Background: an optimization exercise with open tools, aiming at small area. Do not read the settings as production practice. The RTL was checked by simulation tests, not by an equivalence proof against the original design.

==> run D <==
==> flow/design.v (excerpt) <==
module sin_cos #(
    parameter int Width = 16
) (
    input  logic                    clk,
    input  logic                    rst,
    input  logic                    phase_valid,
    input  logic signed [Width-1:0] phase,
    output logic                    sin_cos_valid,
    output logic signed [Width-1:0] cos,
    output logic signed [Width-1:0] sin
);
    function automatic logic [19:0] add_bk(input logic [19:0] a, input logic [19:0] b,
                                           input logic sub);
        logic [19:0] bb, p, g, gg, pp;
        logic [20:0] c;
        bb = b ^ {20{sub}};
        p  = a ^ bb;
        g  = a & bb;
        gg = g;
        pp = p;
        gg[0] = g[0] | (p[0] & sub);
        for (int l = 1; l < 20; l = l * 2) begin
            for (int j = 2 * l - 1; j < 20; j = j + 2 * l) begin
                gg[j] = gg[j] | (pp[j] & gg[j-l]);
                pp[j] = pp[j] & pp[j-l];
            end
        end
        for (int l = 8; l >= 1; l = l / 2) begin
            for (int j = 3 * l - 1; j < 20; j = j + 2 * l) begin
                gg[j] = gg[j] | (pp[j] & gg[j-l]);
                pp[j] = pp[j] & pp[j-l];
            end
        end
        c[0] = sub;
        for (int j = 0; j < 20; j++) c[j+1] = gg[j];
        add_bk = p ^ c[19:0];
    endfunction
  ...
export LEC_CHECK = 0
export CAP_MARGIN = 20
export CORE_MARGIN = 2
export CORE_UTILIZATION = 62
export CTS_CLUSTER_DIAMETER = 100
export CTS_CLUSTER_SIZE = 24
export GPL_TIMING_DRIVEN = 0
export PLACE_DENSITY = 0.7
export SLEW_MARGIN = 20
create_clock -name core_clock -period 4.5 [get_ports {clk}]
run.sh (not shown) runs the stock make flow with config.mk's settings and CLKGATE_MAP_FILE= SYNTH_SCRIPT=/design/flow/synth_recipe.tcl, a recipe that flattens the netlist after the stock synthesis.
==> run G: changes against run D <==
--- a/flow/design.v
+++ b/flow/design.v
@@ -357,25 +357,19 @@
     logic [0:0] fold;
     logic [0:0] s0;
     logic [0:0] s1;
     logic [16:0] c2;
     logic [16:0] z2;
-    logic [12:0] z2h;
-    logic [0:0] pneg;
-    logic [0:0] fold_q1;
-    logic [0:0] s1_q1;
-    logic [0:0] pneg_q1;
-    logic [12:0] z2h_q1;
-    logic [3:0] z2l;
-    logic [16:0] z2b;
+    logic [16:0] z2_q1;
     logic [0:0] s2;
     logic [0:0] s3;
     logic [0:0] s4;
     logic [0:0] s5;
     logic [12:0] c6;
     logic [12:0] z6;
     logic [0:0] s0_q1;
+    logic [0:0] s1_q1;
     localparam logic [2559:0] XY_TABLE = 2560'h2d4712d37b2d37fd2b8f2d4712d37b2d37fd2b8f15dd73c2363c238ea2293d3ad1297612977c2c5306dd23f9ec3f9eef922e3703d20ae620ae8c8fc323fec34e7e34e7edc0133fec002f2702f28c0140fef353ffb23ffb4010ca328e2273a6273a8cd71e1d2ec38f2b38f2be2d143f1160ad2a0ad29c0eea0ebb63e4553e455f144a3aa7e1993b1993bc55822a4d73003330031d5b2a2a4d73003330031d5b2a300332a4d72a4d9cffcd300332a4d72a4d9cffcd1993b3aa7e3aa7ee66c53e4550ebb60ebb5c1bab0ad2a3f1163f116f52d638f2b1d2ec1d2ecc70d5273a6328e2328e0d8c593ffb2fef35fef34c004e02f273fec03fec0fd0d834e7e23fec23feccb18220ae63703d3703bdf51a3f9ec06dd206dcfc0614129763d3ad3d3abed68a3c23615dd715dd5c3dca2d37b2d4712d46dd2c862d37b2d4712d46dd2c86;
     logic [19:0] x6;
     logic [19:0] y6;
     logic [12:0] z6_q2;
     logic [18:0] x6_q2;
@@ -418,10 +412,11 @@
     logic [19:0] x12_q8;
     logic [19:0] y12_q8;
     logic [19:0] x13;
     logic [19:0] y13;
     logic [12:0] z6_q9;
+    logic [0:0] fold_q1;
     logic [0:0] fold_q2;
     logic [0:0] fold_q3;
     logic [0:0] fold_q4;
     logic [0:0] fold_q5;
     logic [0:0] fold_q6;
@@ -470,32 +465,26 @@
     assign c2[12] = (pa_ge3 ^ pa_ge4 ^ pa_ge5 ^ pa_ge6 ^ pa_ge7);
     assign c2[13] = (pa_ge0 ^ pa_ge2 ^ pa_ge3 ^ pa_ge5 ^ pa_ge7 ^ pa_ge8 ^ pa_ge10);
     assign c2[14] = ~(pa_ge1 ^ pa_ge2 ^ pa_ge4 ^ pa_ge5 ^ pa_ge6 ^ pa_ge8 ^ pa_ge9);
     assign c2[15] = ~(pa_ge3 ^ pa_ge4 ^ pa_ge5 ^ pa_ge6 ^ pa_ge7);
     assign c2[16] = (pa_ge1 ^ pa_ge3 ^ pa_ge5 ^ pa_ge7 ^ pa_ge9);
-    assign z2h = phase[12:0] + c2[16:4];
-    assign pneg = phase[15];
-    assign z2l[0] = ~fold_q1;
-    assign z2l[1] = fold_q1 ? (s1_q1 ^ pneg_q1) : ~s1_q1;
-    assign z2l[2] = s1_q1 | (fold_q1 & ~pneg_q1);
-    assign z2l[3] = s1_q1;
-    assign z2b = {z2h_q1, z2l};
-    wire zb_ge0 = $signed(z2b) >= -$signed(17'sd56592);
-    wire zb_ge1 = $signed(z2b) >= -$signed(17'sd48416);
-    wire zb_ge2 = $signed(z2b) >= -$signed(17'sd40232);
-    wire zb_ge3 = $signed(z2b) >= -$signed(17'sd32112);
-    wire zb_ge4 = $signed(z2b) >= -$signed(17'sd23992);
-    wire zb_ge5 = $signed(z2b) >= -$signed(17'sd15811);
-    wire zb_ge6 = $signed(z2b) >= -$signed(17'sd7632);
-    wire zb_ge7 = $signed(z2b) >= $signed(17'sd0);
-    wire zb_ge8 = $signed(z2b) >= $signed(17'sd7630);
-    wire zb_ge9 = $signed(z2b) >= $signed(17'sd15811);
-    wire zb_ge10 = $signed(z2b) >= $signed(17'sd23992);
-    wire zb_ge11 = $signed(z2b) >= $signed(17'sd32110);
-    wire zb_ge12 = $signed(z2b) >= $signed(17'sd40228);
-    wire zb_ge13 = $signed(z2b) >= $signed(17'sd48416);
-    wire zb_ge14 = $signed(z2b) >= $signed(17'sd56592);
+    assign z2 = {phase[12:0] + c2[16:4], c2[3:0]};
+    wire zb_ge0 = $signed(z2_q1) >= -$signed(17'sd56592);
+    wire zb_ge1 = $signed(z2_q1) >= -$signed(17'sd48416);
+    wire zb_ge2 = $signed(z2_q1) >= -$signed(17'sd40232);
+    wire zb_ge3 = $signed(z2_q1) >= -$signed(17'sd32112);
+    wire zb_ge4 = $signed(z2_q1) >= -$signed(17'sd23992);
+    wire zb_ge5 = $signed(z2_q1) >= -$signed(17'sd15811);
+    wire zb_ge6 = $signed(z2_q1) >= -$signed(17'sd7632);
+    wire zb_ge7 = $signed(z2_q1) >= $signed(17'sd0);
+    wire zb_ge8 = $signed(z2_q1) >= $signed(17'sd7630);
+    wire zb_ge9 = $signed(z2_q1) >= $signed(17'sd15811);
+    wire zb_ge10 = $signed(z2_q1) >= $signed(17'sd23992);
+    wire zb_ge11 = $signed(z2_q1) >= $signed(17'sd32110);
+    wire zb_ge12 = $signed(z2_q1) >= $signed(17'sd40228);
+    wire zb_ge13 = $signed(z2_q1) >= $signed(17'sd48416);
+    wire zb_ge14 = $signed(z2_q1) >= $signed(17'sd56592);
     assign s2 = zb_ge7;
     assign s3 = (zb_ge3 ^ zb_ge7 ^ zb_ge11);
     assign s4 = (zb_ge1 ^ zb_ge3 ^ zb_ge5 ^ zb_ge7 ^ zb_ge9 ^ zb_ge11 ^ zb_ge13);
     assign s5 = (zb_ge0 ^ zb_ge1 ^ zb_ge2 ^ zb_ge3 ^ zb_ge4 ^ zb_ge5 ^ zb_ge6 ^ zb_ge7 ^ zb_ge8 ^ zb_ge9 ^ zb_ge10 ^ zb_ge11 ^ zb_ge12 ^ zb_ge13 ^ zb_ge14);
     assign c6[0] = 1'b1;
@@ -509,11 +498,11 @@
     assign c6[8] = ~(zb_ge7);
     assign c6[9] = zb_ge7;
     assign c6[10] = ~(zb_ge7);
     assign c6[11] = ~(zb_ge7);
     assign c6[12] = zb_ge7;
-    assign z6 = z2b[12:0] + c6;
+    assign z6 = z2_q1[12:0] + c6;
     assign {x6, y6} = XY_TABLE[{s5, s4, s3, s2, s1_q1, s0_q1} * 40 +: 40];
     assign x7 = add_sx14_4(x6_q2_s, $signed(y6_q2_s) >>> 6, ~z6_q2[12]);
     assign y7 = add_sx14_4(y6_q2_s, $signed(x6_q2_s) >>> 6, z6_q2[12]);
     assign x8 = add_sx13_4(x7_q3_s, $signed(y7_q3_s) >>> 7, z6_q3[11]);
     assign y8 = add_sx13_4(y7_q3_s, $signed(x7_q3_s) >>> 7, ~z6_q3[11]);
@@ -528,15 +517,13 @@
     assign x13 = add_sx8_6(x12_q8, $signed(y12_q8) >>> 12, z6_q8[6]);
     assign y13 = add_sx8_6(y12_q8, $signed(x12_q8) >>> 12, ~z6_q8[6]);
     assign cos_r = last_round(x13_q9, $signed(y13_q9) >>> 13, z6_q9[5], fold_q9);
     assign sin_r = last_round(y13_q9, $signed(x13_q9) >>> 13, ~z6_q9[5], fold_q9);
     always_ff @(posedge clk) begin
-        fold_q1 <= fold;
-        s1_q1 <= s1;
-        pneg_q1 <= pneg;
-        z2h_q1 <= z2h;
+        z2_q1 <= z2;
         s0_q1 <= s0;
+        s1_q1 <= s1;
         z6_q2 <= z6;
         x6_q2 <= x6[18:0];
         y6_q2 <= y6[18:0];
         z6_q3 <= z6_q2;
         x7_q3 <= x7[18:0];
@@ -555,10 +542,11 @@
         y11_q7 <= y11;
         z6_q8 <= z6_q7;
         x12_q8 <= x12;
         y12_q8 <= y12;
         z6_q9 <= z6_q8;
+        fold_q1 <= fold;
         fold_q2 <= fold_q1;
         fold_q3 <= fold_q2;
         fold_q4 <= fold_q3;
         fold_q5 <= fold_q4;
         fold_q6 <= fold_q5;
CTS_BUF_LIST = sky130_fd_sc_hd__clkbuf_8 sky130_fd_sc_hd__clkbuf_16   (was not set)
CTS_CLUSTER_DIAMETER = 80   (was 100)
CTS_CLUSTER_SIZE = 30   (was 24)
GPL_TIMING_DRIVEN = not set   (was 0)
==> run K: changes against run D <==
--- a/flow/design.v
+++ b/flow/design.v
@@ -357,25 +357,19 @@
     logic [0:0] fold;
     logic [0:0] s0;
     logic [0:0] s1;
     logic [16:0] c2;
     logic [16:0] z2;
-    logic [12:0] z2h;
-    logic [0:0] pneg;
-    logic [0:0] fold_q1;
-    logic [0:0] s1_q1;
-    logic [0:0] pneg_q1;
-    logic [12:0] z2h_q1;
-    logic [3:0] z2l;
-    logic [16:0] z2b;
+    logic [16:0] z2_q1;
     logic [0:0] s2;
     logic [0:0] s3;
     logic [0:0] s4;
     logic [0:0] s5;
     logic [12:0] c6;
     logic [12:0] z6;
     logic [0:0] s0_q1;
+    logic [0:0] s1_q1;
     localparam logic [2559:0] XY_TABLE = 2560'h2d4712d37b2d37fd2b8f2d4712d37b2d37fd2b8f15dd73c2363c238ea2293d3ad1297612977c2c5306dd23f9ec3f9eef922e3703d20ae620ae8c8fc323fec34e7e34e7edc0133fec002f2702f28c0140fef353ffb23ffb4010ca328e2273a6273a8cd71e1d2ec38f2b38f2be2d143f1160ad2a0ad29c0eea0ebb63e4553e455f144a3aa7e1993b1993bc55822a4d73003330031d5b2a2a4d73003330031d5b2a300332a4d72a4d9cffcd300332a4d72a4d9cffcd1993b3aa7e3aa7ee66c53e4550ebb60ebb5c1bab0ad2a3f1163f116f52d638f2b1d2ec1d2ecc70d5273a6328e2328e0d8c593ffb2fef35fef34c004e02f273fec03fec0fd0d834e7e23fec23feccb18220ae63703d3703bdf51a3f9ec06dd206dcfc0614129763d3ad3d3abed68a3c23615dd715dd5c3dca2d37b2d4712d46dd2c862d37b2d4712d46dd2c86;
     logic [19:0] x6;
     logic [19:0] y6;
     logic [12:0] z6_q2;
     logic [18:0] x6_q2;
@@ -418,10 +412,11 @@
     logic [19:0] x12_q8;
     logic [19:0] y12_q8;
     logic [19:0] x13;
     logic [19:0] y13;
     logic [12:0] z6_q9;
+    logic [0:0] fold_q1;
     logic [0:0] fold_q2;
     logic [0:0] fold_q3;
     logic [0:0] fold_q4;
     logic [0:0] fold_q5;
     logic [0:0] fold_q6;
@@ -470,32 +465,26 @@
     assign c2[12] = (pa_ge3 ^ pa_ge4 ^ pa_ge5 ^ pa_ge6 ^ pa_ge7);
     assign c2[13] = (pa_ge0 ^ pa_ge2 ^ pa_ge3 ^ pa_ge5 ^ pa_ge7 ^ pa_ge8 ^ pa_ge10);
     assign c2[14] = ~(pa_ge1 ^ pa_ge2 ^ pa_ge4 ^ pa_ge5 ^ pa_ge6 ^ pa_ge8 ^ pa_ge9);
     assign c2[15] = ~(pa_ge3 ^ pa_ge4 ^ pa_ge5 ^ pa_ge6 ^ pa_ge7);
     assign c2[16] = (pa_ge1 ^ pa_ge3 ^ pa_ge5 ^ pa_ge7 ^ pa_ge9);
-    assign z2h = phase[12:0] + c2[16:4];
-    assign pneg = phase[15];
-    assign z2l[0] = ~fold_q1;
-    assign z2l[1] = fold_q1 ? (s1_q1 ^ pneg_q1) : ~s1_q1;
-    assign z2l[2] = s1_q1 | (fold_q1 & ~pneg_q1);
-    assign z2l[3] = s1_q1;
-    assign z2b = {z2h_q1, z2l};
-    wire zb_ge0 = $signed(z2b) >= -$signed(17'sd56592);
-    wire zb_ge1 = $signed(z2b) >= -$signed(17'sd48416);
-    wire zb_ge2 = $signed(z2b) >= -$signed(17'sd40232);
-    wire zb_ge3 = $signed(z2b) >= -$signed(17'sd32112);
-    wire zb_ge4 = $signed(z2b) >= -$signed(17'sd23992);
-    wire zb_ge5 = $signed(z2b) >= -$signed(17'sd15811);
-    wire zb_ge6 = $signed(z2b) >= -$signed(17'sd7632);
-    wire zb_ge7 = $signed(z2b) >= $signed(17'sd0);
-    wire zb_ge8 = $signed(z2b) >= $signed(17'sd7630);
-    wire zb_ge9 = $signed(z2b) >= $signed(17'sd15811);
-    wire zb_ge10 = $signed(z2b) >= $signed(17'sd23992);
-    wire zb_ge11 = $signed(z2b) >= $signed(17'sd32110);
-    wire zb_ge12 = $signed(z2b) >= $signed(17'sd40228);
-    wire zb_ge13 = $signed(z2b) >= $signed(17'sd48416);
-    wire zb_ge14 = $signed(z2b) >= $signed(17'sd56592);
+    assign z2 = {phase[12:0] + c2[16:4], c2[3:0]};
+    wire zb_ge0 = $signed(z2_q1) >= -$signed(17'sd56592);
+    wire zb_ge1 = $signed(z2_q1) >= -$signed(17'sd48416);
+    wire zb_ge2 = $signed(z2_q1) >= -$signed(17'sd40232);
+    wire zb_ge3 = $signed(z2_q1) >= -$signed(17'sd32112);
+    wire zb_ge4 = $signed(z2_q1) >= -$signed(17'sd23992);
+    wire zb_ge5 = $signed(z2_q1) >= -$signed(17'sd15811);
+    wire zb_ge6 = $signed(z2_q1) >= -$signed(17'sd7632);
+    wire zb_ge7 = $signed(z2_q1) >= $signed(17'sd0);
+    wire zb_ge8 = $signed(z2_q1) >= $signed(17'sd7630);
+    wire zb_ge9 = $signed(z2_q1) >= $signed(17'sd15811);
+    wire zb_ge10 = $signed(z2_q1) >= $signed(17'sd23992);
+    wire zb_ge11 = $signed(z2_q1) >= $signed(17'sd32110);
+    wire zb_ge12 = $signed(z2_q1) >= $signed(17'sd40228);
+    wire zb_ge13 = $signed(z2_q1) >= $signed(17'sd48416);
+    wire zb_ge14 = $signed(z2_q1) >= $signed(17'sd56592);
     assign s2 = zb_ge7;
     assign s3 = (zb_ge3 ^ zb_ge7 ^ zb_ge11);
     assign s4 = (zb_ge1 ^ zb_ge3 ^ zb_ge5 ^ zb_ge7 ^ zb_ge9 ^ zb_ge11 ^ zb_ge13);
     assign s5 = (zb_ge0 ^ zb_ge1 ^ zb_ge2 ^ zb_ge3 ^ zb_ge4 ^ zb_ge5 ^ zb_ge6 ^ zb_ge7 ^ zb_ge8 ^ zb_ge9 ^ zb_ge10 ^ zb_ge11 ^ zb_ge12 ^ zb_ge13 ^ zb_ge14);
     assign c6[0] = 1'b1;
@@ -509,11 +498,11 @@
     assign c6[8] = ~(zb_ge7);
     assign c6[9] = zb_ge7;
     assign c6[10] = ~(zb_ge7);
     assign c6[11] = ~(zb_ge7);
     assign c6[12] = zb_ge7;
-    assign z6 = z2b[12:0] + c6;
+    assign z6 = z2_q1[12:0] + c6;
     assign {x6, y6} = XY_TABLE[{s5, s4, s3, s2, s1_q1, s0_q1} * 40 +: 40];
     assign x7 = add_sx14_4(x6_q2_s, $signed(y6_q2_s) >>> 6, ~z6_q2[12]);
     assign y7 = add_sx14_4(y6_q2_s, $signed(x6_q2_s) >>> 6, z6_q2[12]);
     assign x8 = add_sx13_4(x7_q3_s, $signed(y7_q3_s) >>> 7, z6_q3[11]);
     assign y8 = add_sx13_4(y7_q3_s, $signed(x7_q3_s) >>> 7, ~z6_q3[11]);
@@ -528,15 +517,13 @@
     assign x13 = add_sx8_6(x12_q8, $signed(y12_q8) >>> 12, z6_q8[6]);
     assign y13 = add_sx8_6(y12_q8, $signed(x12_q8) >>> 12, ~z6_q8[6]);
     assign cos_r = last_round(x13_q9, $signed(y13_q9) >>> 13, z6_q9[5], fold_q9);
     assign sin_r = last_round(y13_q9, $signed(x13_q9) >>> 13, ~z6_q9[5], fold_q9);
     always_ff @(posedge clk) begin
-        fold_q1 <= fold;
-        s1_q1 <= s1;
-        pneg_q1 <= pneg;
-        z2h_q1 <= z2h;
+        z2_q1 <= z2;
         s0_q1 <= s0;
+        s1_q1 <= s1;
         z6_q2 <= z6;
         x6_q2 <= x6[18:0];
         y6_q2 <= y6[18:0];
         z6_q3 <= z6_q2;
         x7_q3 <= x7[18:0];
@@ -555,10 +542,11 @@
         y11_q7 <= y11;
         z6_q8 <= z6_q7;
         x12_q8 <= x12;
         y12_q8 <= y12;
         z6_q9 <= z6_q8;
+        fold_q1 <= fold;
         fold_q2 <= fold_q1;
         fold_q3 <= fold_q2;
         fold_q4 <= fold_q3;
         fold_q5 <= fold_q4;
         fold_q6 <= fold_q5;
CTS_CLUSTER_DIAMETER = 200   (was 100)
CTS_CLUSTER_SIZE = 18   (was 24)
GPL_TIMING_DRIVEN = not set   (was 0)
==> run F: changes against run D <==
GPL_ROUTABILITY_DRIVEN = 0   (was not set)
GPL_TIMING_DRIVEN = not set   (was 0)
==> notes <==
Run F produced a clean layout. Run K ran to the end with no violations. Run D failed in global routing (5_1_grt), error GRT-0232. Run G went through all stages and came out clean.
The lowest core utilization belongs to run F, the highest to run G.
Between run K and run G, the lower critical path depth is in run K (gap 2).
Cell count: run K is lower than run G (about 0.26%).
In register-to-register slack, run K and run G hardly differ.
Maximum frequency, lowest first: run F, run G, run K.
Between run G and run K, the lower count of clock-buffer cells in the layout is in run G (gap 6).
==> figures <==
Floorplan die height: run D 204 µm; run K 205 µm; run F 204 µm; run G 205 µm
Critical-path top delay cell: run D -; run K fa_1; run F or4_4; run G fa_2
Signal inverters: run D -; run K 218; run F 214; run G 218
Path depth of the worst reg2reg path: run D -; run K 17; run F 17; run G 19
Number of failing setup endpoints in the final timing report: run D -; run K 0; run F 0; run G 0
Worst endpoint required time: run D -; run K 4.97 ns; run F 4.95 ns; run G 4.99 ns
Post-route cell area: run D -; run K 0.0277 mm²; run F 0.0274 mm²; run G 0.0277 mm²
Max frequency: run D -; run K 233 MHz; run F 230 MHz; run G 233 MHz
Starting density of the core: run D 0.625; run K 0.628; run F 0.625; run G 0.628
Result of the run: run D stopped before the end; run K complete, no violations; run F complete, no violations; run G complete, no violations
Last stage reached: run D global routing (5_1_grt); run K -; run F -; run G -
Area of placed instances: run D 0.0259 mm²; run K 0.0267 mm²; run F 0.0263 mm²; run G 0.0267 mm²
Worst path depth: run D -; run K 17; run F 24; run G 19
Highest metal layer used by the detailed router: run D -; run K met5; run F met4; run G met5
Metal3 WL: run D -; run K 3360 µm; run F 3340 µm; run G 3000 µm
Length of the first detailed-routing pass in iterations: run D -; run K 5; run F 6; run G 7

==> what the ideal ports hide <==
The results above use ideal ports. As a check the final layouts listed here were re-extracted and re-timed, cells and wires unchanged. Step 1 sets driving cells, clkbuf_16 on the clock port and buf_2 on the other inputs (assumed; they add their load-dependent delay and slew). Step 2, shift: input delay + t, output delay - t, t = (earliest + latest rising clock arrival at the registers) / 2. This alone moves slack from input paths to output paths. a / b / c = no drivers / after step 1 / after step 2; a / b = the first two.
run	t, ns	slack for setup (ns)	slew at the worst register clock pin (ns)	cell pins on the clock port's net
run G	0.618	0.205 / 0.205 / -0.356	0.11 / 0.11	1
run K	0.616	0.210 / 0.210 / -0.352	0.08 / 0.08	1
run F	0.599	0.152 / 0.190 / -0.408	0.10 / 0.10	1
With both steps, setup timing fails in every run listed, where it was met with ideal ports. For run K, which loses most, drivers alone change the setup slack by 0.000 ns; drivers and shift together by -0.562 ns.
